This is an optimization exercise on Yosys and OpenROAD, whose aim is small area, a short achievable clock period and few clock cycles, not a production implementation.
At most, simulation tests tie the RTL to the original design; equivalence was not proved.
Power figures rest on the tool's default switching activity, not on a simulated workload.

== build 11 ==
Design note_ring_led_pulse_encoder, start of the top module:
module note_ring_led_pulse_encoder (
  input  logic        clk,
  input  logic        rst_n,
  input  logic        in_valid,
  output logic        in_ready,
  input  logic [3:0]  note_first,
  input  logic [3:0]  note_second,
  input  logic [3:0]  note_third,
  input  logic [3:0]  note_fourth,
  output logic        out_valid,
  input  logic        out_ready,
  output logic [3:0]  out_led_index,
  output logic [1:0]  out_color_channel,
  output logic [6:0]  out_level,
  output logic [31:0] out_pulse_pattern,
  output logic        out_last,
  input  logic        cfg_we,
  input  logic [6:0]  cfg_wdata
);
Settings: LEC_CHECK=0, CAP_MARGIN=20, CORE_MARGIN=2, CORE_UTILIZATION=40, CTS_BUF_LIST=sky130_fd_sc_hd__clkbuf_4 sky130_fd_sc_hd__clkbuf_8, SETUP_SLACK_MARGIN=4.0, SLEW_MARGIN=20; clock period 7.5 ns.
standard.sh (not shown) runs the stock make flow with config.mk's settings and CLKGATE_MAP_FILE= SYNTH_SCRIPT=/design/flow/synth_recipe.tcl, a recipe that flattens the netlist after the stock synthesis.
==> flow/flow/run.sh <==
#!/bin/bash
# The standard layout, with plain buf_1 cells as the port buffers (ORFS's
# buffer_ports otherwise picks clkdlybuf4s50_1 delay cells).
set -e
export BUFFER_PORTS_ARGS="-buffer_cell sky130_fd_sc_hd__buf_1"
bash standard.sh > standard.log 2>&1
Testbench counts of build 11, summed over its fixed seeds: cycles 13,848.
For build 34, these inputs were changed with respect to build 11:
- CTS_BUF_LIST: sky130_fd_sc_hd__clkbuf_4 sky130_fd_sc_hd__clkbuf_8 -> unset
--- outcome ---
- Part of the total power dissipated in combinational logic ended up 2.2 points lower on build 34 than on build 11.
- Measured against each other, build 11 and build 34 differ in endpoint required time on the critical path, the higher figure coming from build 11.
- Summary of the comparison: clock slew at the register clock pins of the worst setup and hold paths is lower in build 34, relative to build 11.
- Each of the runs, namely build 11 and build 34, reached the end of the flow and came out clean.
- Build 34: clock power about 40% above build 11
## Diff of input files: build 52 against build 34
- putting ABC_AREA at 1 where nothing was set
- putting CTS_BUF_LIST at sky130_fd_sc_hd__clkbuf_8 where nothing was set
## What came out
- Build 52 vs build 34, endpoint of the most critical setup path: in_ready vs u_emit.rl_r[5]
- The final weighted congestion of routability-driven global placement in build 52 sits 7.2% above the value recorded for build 34.
- Summary: with build 34 as the reference, detailed-route vias per instance in build 52 moved down by a little under 10%.
- Compare build 34 and build 52 | met1 track utilization from global routing lower: build 52
- Build 52 vs. build 34: part of the total power dissipated in combinational logic now sits higher; slew at the pin with the worst max-slew slack saw a decrease; overall fraction of global-route tracks in use was more or less identical.
- The accumulated negative setup slack was comparable across build 34 and build 52.
The following lists how build 89 was set up differently from build 52:
- SETUP_SLACK_MARGIN changed from 4.0 to 4.2
### Flow results
Build 89 -> build 52: routability congestion estimate from global placement delta 0, exact match. Build 89: number of fillers in the final layout is 8 lower than what build 52 reported. On fraction of layout cells with a size suffix above 1, the lower figure sits with build 52, not build 89. The lower portion of total power attributed to combinational logic came out of build 52. Build 89 reached the end of the flow, and the finished layout is clean on the timing, DRC and antenna checks. Worst setup path startpoint = u_emit.sel_r[2]: build 89; worst setup path startpoint = u_emit.led_r[0]: build 52. Build 52 ended up with sky130_fd_sc_hd__dfxtp_1 as its slowest library cell on the worst path; build 89 ended up with sky130_fd_sc_hd__edfxtp_1. Build 52 and build 89 ended up with roughly the same global-route usage. As of build 89, maximum frequency from static timing analysis had risen by a few percent compared to build 52. Between build 89 and build 52, it is build 89 whose cell area is higher, by about 2.4%. Build 89 has more setup slack than build 52. Delta (build 89 minus build 52): met2 demand-to-capacity share in global routing rose 0.62 points, combinational power rose about 4%.

---

Setup of nickel:
note_ring_led_pulse_encoder, a different RTL version from the one above (not shown whole).
For scale: ~780 cells after synthesis, about 67 flip-flops, about 76 I/O pins, about 6900 µm² of cells after synthesis.
Settings: LEC_CHECK=0, CAP_MARGIN=20, CORE_MARGIN=2, CORE_UTILIZATION=40, SLEW_MARGIN=20; clock period 7.5 ns.
run.sh (not shown) runs the stock make flow with config.mk's settings and CLKGATE_MAP_FILE= SYNTH_SCRIPT=/design/flow/synth_recipe.tcl, a recipe that flattens the netlist after the stock synthesis.
Stock flow here: none of the scripts above is used.
### nickel -> onyx
diff --git a/flow/config.mk b/flow/config.mk
--- a/flow/config.mk
+++ b/flow/config.mk
@@ -6,4 +6,5 @@
 export NUM_CORES = 4
 export LEC_CHECK = 0
+export ABC_AREA = 1
 export CAP_MARGIN = 20
 export CORE_MARGIN = 2
Findings:
nickel -> onyx: first-iteration detailed-routing DRC count increased by more than 10%
Looking only at worst setup slack, and setting everything else aside, the lower value of onyx and nickel goes to nickel.
The run showing the greater number of cells on the worst reg-to-reg path is onyx.
Internal power contribution, onyx and nickel: lower on onyx
Delay of the slowest critical-path stage down 0.08 ns in onyx wrt nickel
Delta (onyx minus nickel): global routing met1 resource utilization went up; post-detailed-route via-to-cell ratio fell about 8%.
Function was not checked in any run of this note: the RTL went through the layout flow alone.

---

Another version of the RTL of note_ring_led_pulse_encoder (not shown whole).
For scale: roughly 760 cells after synthesis, ~54 flip-flops, roughly 76 I/O pins, ~0.0066 mm^2 of cells after synthesis.
==> flow/config.mk <==
export PLATFORM = sky130hd
export DESIGN_NAME = note_ring_led_pulse_encoder
export DESIGN_NICKNAME = note_ring_led_pulse_encoder
export VERILOG_FILES = /design/flow/design.v
export SDC_FILE = /design/flow/constraint.sdc
export NUM_CORES = 4
export LEC_CHECK = 0
export CAP_MARGIN = 20
export CORE_MARGIN = 2
export CORE_UTILIZATION = 40
export SLEW_MARGIN = 20
==> flow/constraint.sdc <==
create_clock -name core_clock -period 7.5 [get_ports {clk}]
set_input_delay 1.5000 -clock core_clock [delete_from_list [all_inputs] [get_ports {clk}]]
set_output_delay 1.5000 -clock core_clock [all_outputs]
set_load 0.01 [all_outputs]
Testbench counts at the start, summed over its fixed seeds: cycles 13,840.
Edit:
- ABC_AREA: not set -> 1
Result:
- total power is higher by 27%
- design area is lower by 9.4%
- setup slack improves by 0.21 ns
- clock skew is lower by 0.0042 ns
- synthesized cell count is higher by about 10%
- fmax is higher by 3.1%
- utilization is lower by 1.4 points

---

Another version of the RTL of note_ring_led_pulse_encoder (not shown whole).
For scale: roughly 97 flip-flops, ~76 I/O pins.
export LEC_CHECK = 0
export CAP_MARGIN = 20
export CORE_MARGIN = 2
export CORE_UTILIZATION = 40
export SETUP_SLACK_MARGIN = 4.0
export SLEW_MARGIN = 20
create_clock -name core_clock -period 7.5 [get_ports {clk}]
standard.sh (not shown) runs the stock make flow with config.mk's settings and CLKGATE_MAP_FILE= SYNTH_SCRIPT=/design/flow/synth_recipe.tcl, a recipe that flattens the netlist after the stock synthesis.
Scripts as last shown in full above: flow/flow/run.sh
Testbench counts at the start, summed over its fixed seeds: cycles 13,848.
==> next run, changes <==
==> flow/run.sh (new file) <==
#!/bin/bash
# synth_recipe.tcl (not shown) runs the flow's synth.tcl, then flattens the netlist and writes it again
# the make line also repeats each setting of config.mk as NAME=value (left out here)
make -C /OpenROAD-flow-scripts/flow DESIGN_CONFIG=/design/flow/config.mk WORK_HOME=/design/flow/orfs CLKGATE_MAP_FILE= SYNTH_SCRIPT=/design/flow/synth_recipe.tcl finish
CORE_UTILIZATION = 65   (was 40)
removed: flow/flow/run.sh
removed: flow/standard.sh
The new run completed with no timing, DRC or antenna violations.
Area after synthesis stays the same.
Clock-buffer cell count came out higher by 1.
Routed wire length came out higher by 5.8%.
Via count came out higher by 3.2%.
Cell count came out lower by 9.0%.
==> next run, changes <==
CORE_UTILIZATION = 40   (was 65)
Outcome:
- The changed run produced a clean layout
- utilization went down by 29 points
- flip-flop and latch count does not change
- total power drops by 1.2%
- global-route usage went down by 14 points
- wire length falls by 5.9%
- cell area grows by 0.71%
- final cell count is higher by 8.6%
- setup slack is better by 73 ps
- hold slack got worse by 4.1 ps

---

Another version of the RTL of note_ring_led_pulse_encoder (not shown whole).
Size: ~100 flip-flops, roughly 76 I/O pins.
export LEC_CHECK = 0
export ABC_AREA = 1
export CAP_MARGIN = 20
export CORE_MARGIN = 2
export CORE_UTILIZATION = 40
export CTS_BUF_LIST = sky130_fd_sc_hd__clkbuf_8
export SETUP_SLACK_MARGIN = 4.1
export SLEW_MARGIN = 20
create_clock -name core_clock -period 7.5 [get_ports {clk}]
==> flow/flow/run.sh <==
#!/bin/bash
# The standard layout, with plain buf_1 cells as the port buffers (ORFS's
# buffer_ports otherwise picks clkdlybuf4s50_1 delay cells).
set -e
export BUFFER_PORTS_ARGS="-buffer_cell sky130_fd_sc_hd__buf_1"
bash standard.sh > standard.log 2>&1
Testbench counts at the start, summed over its fixed seeds: cycles 13,848.
Change:
CORE_UTILIZATION = 50   (was 40)
GPL_TIMING_DRIVEN = 0   (was not set)
SETUP_SLACK_MARGIN = 4.3   (was 4.1)
Routed wire length rose by 7.7%; global-route usage rose by 6.2 points; design area rose by 6.8%; setup slack is better by 0.13 ns.
Change:
CORE_UTILIZATION = 40   (was 50)
GPL_TIMING_DRIVEN = not set   (was 0)
Outcome: Worst setup slack is worse by 0.040 ns. Routed wire length fell by 5.5%. Count of clock-buffer cells in the layout rose by 1. Cell area fell by 3.8%. Non-clock buffer count fell by 35. Area after synthesis stays the same.
Change:
CORE_UTILIZATION = 58   (was 40)
After rerunning: Routed wire length rises by 4.0%; final area barely changes; power went up by 2.9%; synthesized cell count is unchanged; synthesized area stays the same; clock power goes down by 6.6%; sequential power is about the same.
Change:
CORE_UTILIZATION = 50   (was 58)
SETUP_SLACK_MARGIN = 4.4   (was 4.3)
=> The changed run passed the timing, DRC and antenna checks. Non-clock buffer count went up by 28. Die area came out higher by 15%. Total power climbs by 16%. Fmax hardly moves. Count of clock-buffer cells in the layout is unchanged. Critical path depth stays the same. Global-route usage goes down by 2.3 points.

what the ideal ports hide:
How much do the figures lean on ideal ports? The routed layouts below were timed once more, with nothing changed but the port constraints.
Step 1, drivers: a clkbuf_16 drives clk and a buf_2 each remaining input, both assumed.
Step 2 also shifts input and output timing later by t, the mid clock arrival at the registers, as if the neighbouring blocks saw the same clock.
a / b / c = ideal ports / drivers / drivers and shift; a / b = the first two.
| run | t, ns | slack for setup (ns) | latest minus earliest clock arrival (ns) | worst data-port slew with drivers (ns) |
|---|---|---|---|---|
| build 11 | 0.410 | 4.099 / 4.099 / 3.907 | 0.013 / 0.013 | 0.04 |
| build 34 | 0.393 | 4.103 / 4.103 / 3.885 | 0.011 / 0.011 | 0.04 |
| build 52 | 0.403 | 4.152 / 4.116 / 4.090 | 0.019 / 0.019 | 0.06 |
| build 89 | 0.399 | 4.288 / 4.288 / 4.248 | 0.018 / 0.018 | 0.07 |
| nickel | 0.383 | 2.032 / 2.050 / 1.668 | 0.010 / 0.011 | 0.03 |
| onyx | 0.378 | 2.335 / 2.344 / 1.966 | 0.009 / 0.009 | 0.05 |
| the first run of note 3 | 0.338 | 0.349 / 0.349 / 0.349 | 0.012 / 0.012 | 0.03 |
| the second run of note 3 | 0.330 | 0.562 / 0.562 / 0.562 | 0.008 / 0.007 | 0.03 |
| the first run of note 4 | 0.385 | 4.040 / 4.040 / 3.711 | 0.010 / 0.010 | 0.03 |
| the second run of note 4 | 0.411 | 3.956 / 3.956 / 3.653 | 0.021 / 0.021 | 0.05 |
| the third run of note 4 | 0.383 | 4.028 / 4.028 / 3.685 | 0.011 / 0.010 | 0.04 |
| the first run of note 5 | 0.404 | 4.266 / 4.228 / 4.044 | 0.016 / 0.016 | 0.05 |
| the second run of note 5 | 0.407 | 4.395 / 4.369 / 4.157 | 0.022 / 0.021 | 0.03 |
| the third run of note 5 | 0.408 | 4.355 / 4.318 / 4.173 | 0.016 / 0.017 | 0.05 |
| the fourth run of note 5 | 0.389 | 4.380 / 4.350 / 4.141 | 0.022 / 0.022 | 0.04 |
| the fifth run of note 5 | 0.407 | 4.388 / 4.388 / 4.041 | 0.018 / 0.019 | 0.03 |
After both steps every run listed still meets setup and hold. For onyx, which loses most, drivers alone change the setup slack by +0.009 ns; drivers and shift together by -0.369 ns.
